This is an optimization exercise on Yosys and OpenROAD, whose aim is small area and a short achievable clock period, not a production implementation.

## run a
==> module life_data, before the edit <==
module life_data (
    input  logic        clk,
    input  logic        reset,
    input  logic        swap,
    input  logic        flip_en,
    input  logic [3:0]  flip_d,    
    input  logic [3:0]  flip_x,
    output logic [15:0] disp_row   
);
    logic [15:0][15:0] brd;   
    logic [14:0][15:0] nxt;   
    logic [15:0]       new_row;
    logic [15:0]       col_sel;
    assign new_row  = life_pkg::life_row(brd[15], brd[0], brd[1]);
    assign col_sel  = flip_en ? (16'b1 << flip_x) : 16'b0;
    assign disp_row = brd[0] ^ ((flip_d == 4'd0) ? col_sel : 16'b0);
    always_ff @(posedge clk or negedge reset) begin
        if (!reset) begin
            brd <= '0;
        end else begin
            for (int i = 0; i < 16; i++) begin
                if (swap) begin
                    brd[i] <= (i == 15) ? new_row : nxt[i % 15];
                end else begin
                    brd[i] <= brd[(i + 1) % 16]
                            ^ ((flip_d == 4'((i + 1) % 16)) ? col_sel : 16'b0);
                end
            end
        end
    end
    always_ff @(posedge clk) begin
        nxt[14] <= new_row;
        for (int i = 0; i < 14; i++) begin
            nxt[i] <= nxt[i + 1];
        end
    end
endmodule
==> module life, before the edit <==
module life #(
    parameter int unsigned X         = 16,
    parameter int unsigned Y         = 16,
    parameter int unsigned LOG2X     = 4,
    parameter int unsigned LOG2Y     = 4,
    parameter int unsigned HIGH_BITS = 10
) (
    input  logic             clk,
    input  logic             reset,
    input  logic [life_pkg::KEY_W-1:0] keys,
    output logic [Y-1:0]     row,
    output logic [X-1:0]     col
);
    life_pkg::key_e       key_c;
    life_pkg::key_e       key_q;      
    logic                 sweep;      
    logic                 swap;       
    logic [7:0]           k;          
    logic [LOG2X-1:0]     cx;         
    logic [LOG2Y-1:0]     cd;         
    logic                 run_mode;
    logic [HIGH_BITS-1:0] prescaler;
    logic                 scan_on;    
    logic             idle_c;
    logic             start_c;
    logic             edit_c;
    logic [X-1:0]     disp_row;
    assign key_c   = life_pkg::key_e'(keys);
    assign idle_c  = !sweep && !swap;
    assign start_c = idle_c && ((key_c == life_pkg::KEY_NEXT) || (run_mode && (&prescaler)));
    assign edit_c  = idle_c && (key_c != life_pkg::KEY_NEXT) && (key_c != life_pkg::KEY_RUN);
    always_ff @(posedge clk or negedge reset) begin
        if (!reset) begin
            sweep <= 1'b0;
            swap  <= 1'b0;
        end else begin
            swap  <= sweep && (&k);
            sweep <= start_c || (sweep && !(&k));
        end
    end
    always_ff @(posedge clk) begin
        k <= sweep ? k + 1'b1 : 8'd0;
    end
    always_ff @(posedge clk or negedge reset) begin
        if (!reset) begin
            key_q <= life_pkg::KEY_NONE;
            cx    <= '0;
            cd    <= '0;
        end else begin
            key_q <= edit_c ? key_c : life_pkg::KEY_NONE;
            cd    <= cd - 1'b1;
            case (key_q)
                life_pkg::KEY_UP:    cd <= cd - 2'd2;
                life_pkg::KEY_DOWN:  cd <= cd;
                life_pkg::KEY_LEFT:  cx <= cx - 1'b1;
                life_pkg::KEY_RIGHT: cx <= cx + 1'b1;
                default: ;
            endcase
        end
    end
    always_ff @(posedge clk or negedge reset) begin
        if (!reset) begin
            prescaler <= '0;
            run_mode  <= 1'b0;
        end else begin
            prescaler <= prescaler + 1'b1;
            if (key_c == life_pkg::KEY_RUN) begin
                run_mode <= ~run_mode;
            end
        end
    end
    always_ff @(posedge clk or negedge reset) begin
        if (!reset) begin
            scan_on <= 1'b0;
            row     <= '0;
            col     <= '0;
        end else begin
            scan_on <= 1'b1;
            row     <= {row[Y-2:0], row[Y-1] | !scan_on};
            col     <= disp_row;
        end
    end
    life_data l_data (
        .clk      (clk),
        .reset    (reset),
        .swap     (swap),
        .flip_en  (key_q == life_pkg::KEY_FLIP),
        .flip_d   (cd),
        .flip_x   (cx),
        .disp_row (disp_row)
    );
endmodule
make LEC_CHECK=0 CAP_MARGIN=40 CORE_MARGIN=2 CORE_UTILIZATION=40 SETUP_SLACK_MARGIN=5 SLEW_MARGIN=40 finish   # period 9.0 ns
run.sh (not shown) runs the stock make flow with config.mk's settings and CLKGATE_MAP_FILE= SYNTH_SCRIPT=/design/flow/synth_recipe.tcl, a recipe that flattens the netlist after the stock synthesis.
Changes in run b relative to run a:
-- flow/design.v --
<<< run a, line 37
    input  logic [3:0]  flip_d,    
    input  logic [3:0]  flip_x,
    output logic [15:0] disp_row   
);
    logic [15:0][15:0] brd;   
>>> run b, line 37
    input  logic [3:0]  flip_d,    
    input  logic [3:0]  flip_x,
    output logic [15:0] disp_row
);
    logic [15:0][15:0] brd;   
<<< run a, line 44
    logic [15:0]       col_sel;
    assign new_row  = life_pkg::life_row(brd[15], brd[0], brd[1]);
    assign col_sel  = flip_en ? (16'b1 << flip_x) : 16'b0;
    assign disp_row = brd[0] ^ ((flip_d == 4'd0) ? col_sel : 16'b0);
    always_ff @(posedge clk or negedge reset) begin
        if (!reset) begin
>>> run b, line 44
    logic [15:0]       col_sel;
    assign new_row  = life_pkg::life_row(brd[15], brd[0], brd[1]);
    assign disp_row = brd[0];
    assign col_sel  = 16'b1 << flip_x;
    always_ff @(posedge clk or negedge reset) begin
        if (!reset) begin
<<< run a, line 55
                end else begin
                    brd[i] <= brd[(i + 1) % 16]
                            ^ ((flip_d == 4'((i + 1) % 16)) ? col_sel : 16'b0);
                end
            end
>>> run b, line 55
                end else begin
                    brd[i] <= brd[(i + 1) % 16]
                            ^ ((flip_en && (flip_d == 4'((i + 1) % 16))) ? col_sel : 16'b0);
                end
            end
<<< run a, line 81
);
    life_pkg::key_e       key_c;
    life_pkg::key_e       key_q;      
    logic                 sweep;      
    logic                 swap;       
    logic [7:0]           k;          
    logic [LOG2X-1:0]     cx;         
    logic [LOG2Y-1:0]     cd;         
    logic                 run_mode;
>>> run b, line 81
);
    life_pkg::key_e       key_c;
    logic                 sweep;      
    logic                 swap;       
    logic [7:0]           k;          
    logic [LOG2X-1:0]     cx;
    logic [LOG2Y-1:0]     cd;         
    logic                 run_mode;
<<< run a, line 92
    logic             idle_c;
    logic             start_c;
    logic             edit_c;
    logic [X-1:0]     disp_row;
    assign key_c   = life_pkg::key_e'(keys);
    assign idle_c  = !sweep && !swap;
    assign start_c = idle_c && ((key_c == life_pkg::KEY_NEXT) || (run_mode && (&prescaler)));
    assign edit_c  = idle_c && (key_c != life_pkg::KEY_NEXT) && (key_c != life_pkg::KEY_RUN);
    always_ff @(posedge clk or negedge reset) begin
        if (!reset) begin
>>> run b, line 91
    logic             idle_c;
    logic             start_c;
    logic             flip_c;
    logic [X-1:0]     disp_row;
    assign key_c   = life_pkg::key_e'(keys);
    assign idle_c  = !sweep && !swap;
    assign start_c = idle_c && ((key_c == life_pkg::KEY_NEXT) || (run_mode && (&prescaler)));
    assign flip_c  = idle_c && (key_c == life_pkg::KEY_FLIP);
    always_ff @(posedge clk or negedge reset) begin
        if (!reset) begin
<<< run a, line 112
    always_ff @(posedge clk or negedge reset) begin
        if (!reset) begin
            key_q <= life_pkg::KEY_NONE;
            cx    <= '0;
            cd    <= '0;
        end else begin
            key_q <= edit_c ? key_c : life_pkg::KEY_NONE;
            cd    <= cd - 1'b1;
            case (key_q)
                life_pkg::KEY_UP:    cd <= cd - 2'd2;
                life_pkg::KEY_DOWN:  cd <= cd;
                life_pkg::KEY_LEFT:  cx <= cx - 1'b1;
                life_pkg::KEY_RIGHT: cx <= cx + 1'b1;
                default: ;
            endcase
        end
    end
>>> run b, line 111
    always_ff @(posedge clk or negedge reset) begin
        if (!reset) begin
            cx <= '0;
            cd <= '0;
        end else begin
            cd <= cd - 1'b1;
            if (idle_c) begin
                case (key_c)
                    life_pkg::KEY_UP:    cd <= cd - 2'd2;
                    life_pkg::KEY_DOWN:  cd <= cd;
                    life_pkg::KEY_LEFT:  cx <= cx - 1'b1;
                    life_pkg::KEY_RIGHT: cx <= cx + 1'b1;
                    default: ;
                endcase
            end
        end
    end
<<< run a, line 153
        .reset    (reset),
        .swap     (swap),
        .flip_en  (key_q == life_pkg::KEY_FLIP),
        .flip_d   (cd),
        .flip_x   (cx),
>>> run b, line 152
        .reset    (reset),
        .swap     (swap),
        .flip_en  (flip_c),
        .flip_d   (cd),
        .flip_x   (cx),
[summary]
From run a to run b the numbers moved as follows: synthesized cell count now sits lower, count of buffers not belonging to the clock network in the layout now sits higher. Taking run a as the reference, in run b final routed DRC violation total did not really move, routability congestion estimate down 0.061. The higher global-route wire length before repair came out of run a. Run a and run b ended up with roughly the same multiplexer area fraction after synthesis. Count of multi-input gates down 23 in run b wrt run a. Run comparison: run b critical path start-end classification primary input to flip-flop; run a critical path start-end classification flip-flop to primary output. Delta (run b minus run a): wire length on met1 has decreased; number of placed I/O pins closely matched the old numbers; fraction of final layout cells with drive strength greater than 1 went down; number of synthesized register bits decreased 3.
No functional check of the RTL was part of any run of this note.

[re-timing with driven ports]
The results above use ideal ports. As a check the final layouts listed here were re-extracted and re-timed, cells and wires unchanged.
Step 1 (the two cells are an assumption about what drives the block):
set clk [get_ports {clk}]
set_driving_cell -lib_cell sky130_fd_sc_hd__clkbuf_16 $clk
set_driving_cell -lib_cell sky130_fd_sc_hd__buf_2 [delete_from_list [all_inputs] $clk]
Step 2 also shifts input and output timing later by t, the mid clock arrival at the registers, as if the neighbouring blocks saw the same clock.
a / b / c = ideal ports / drivers / drivers and shift; a / b = the first two.
| run | t, ns | setup slack, ns | slew at the worst register clock pin (ns) | worst slew at a driven data input, ns |
|---|---|---|---|---|
| run a | 0.658 | 5.655 / 5.600 / 5.863 | 0.07 / 0.07 | 0.05 |
| run b | 0.658 | 5.188 / 5.230 / 4.572 | 0.07 / 0.07 | 0.06 |
After both steps setup and hold are still met in every run listed. The setup slack of run b, which loses most, moves by +0.042 ns with the drivers and by -0.616 ns with both steps.
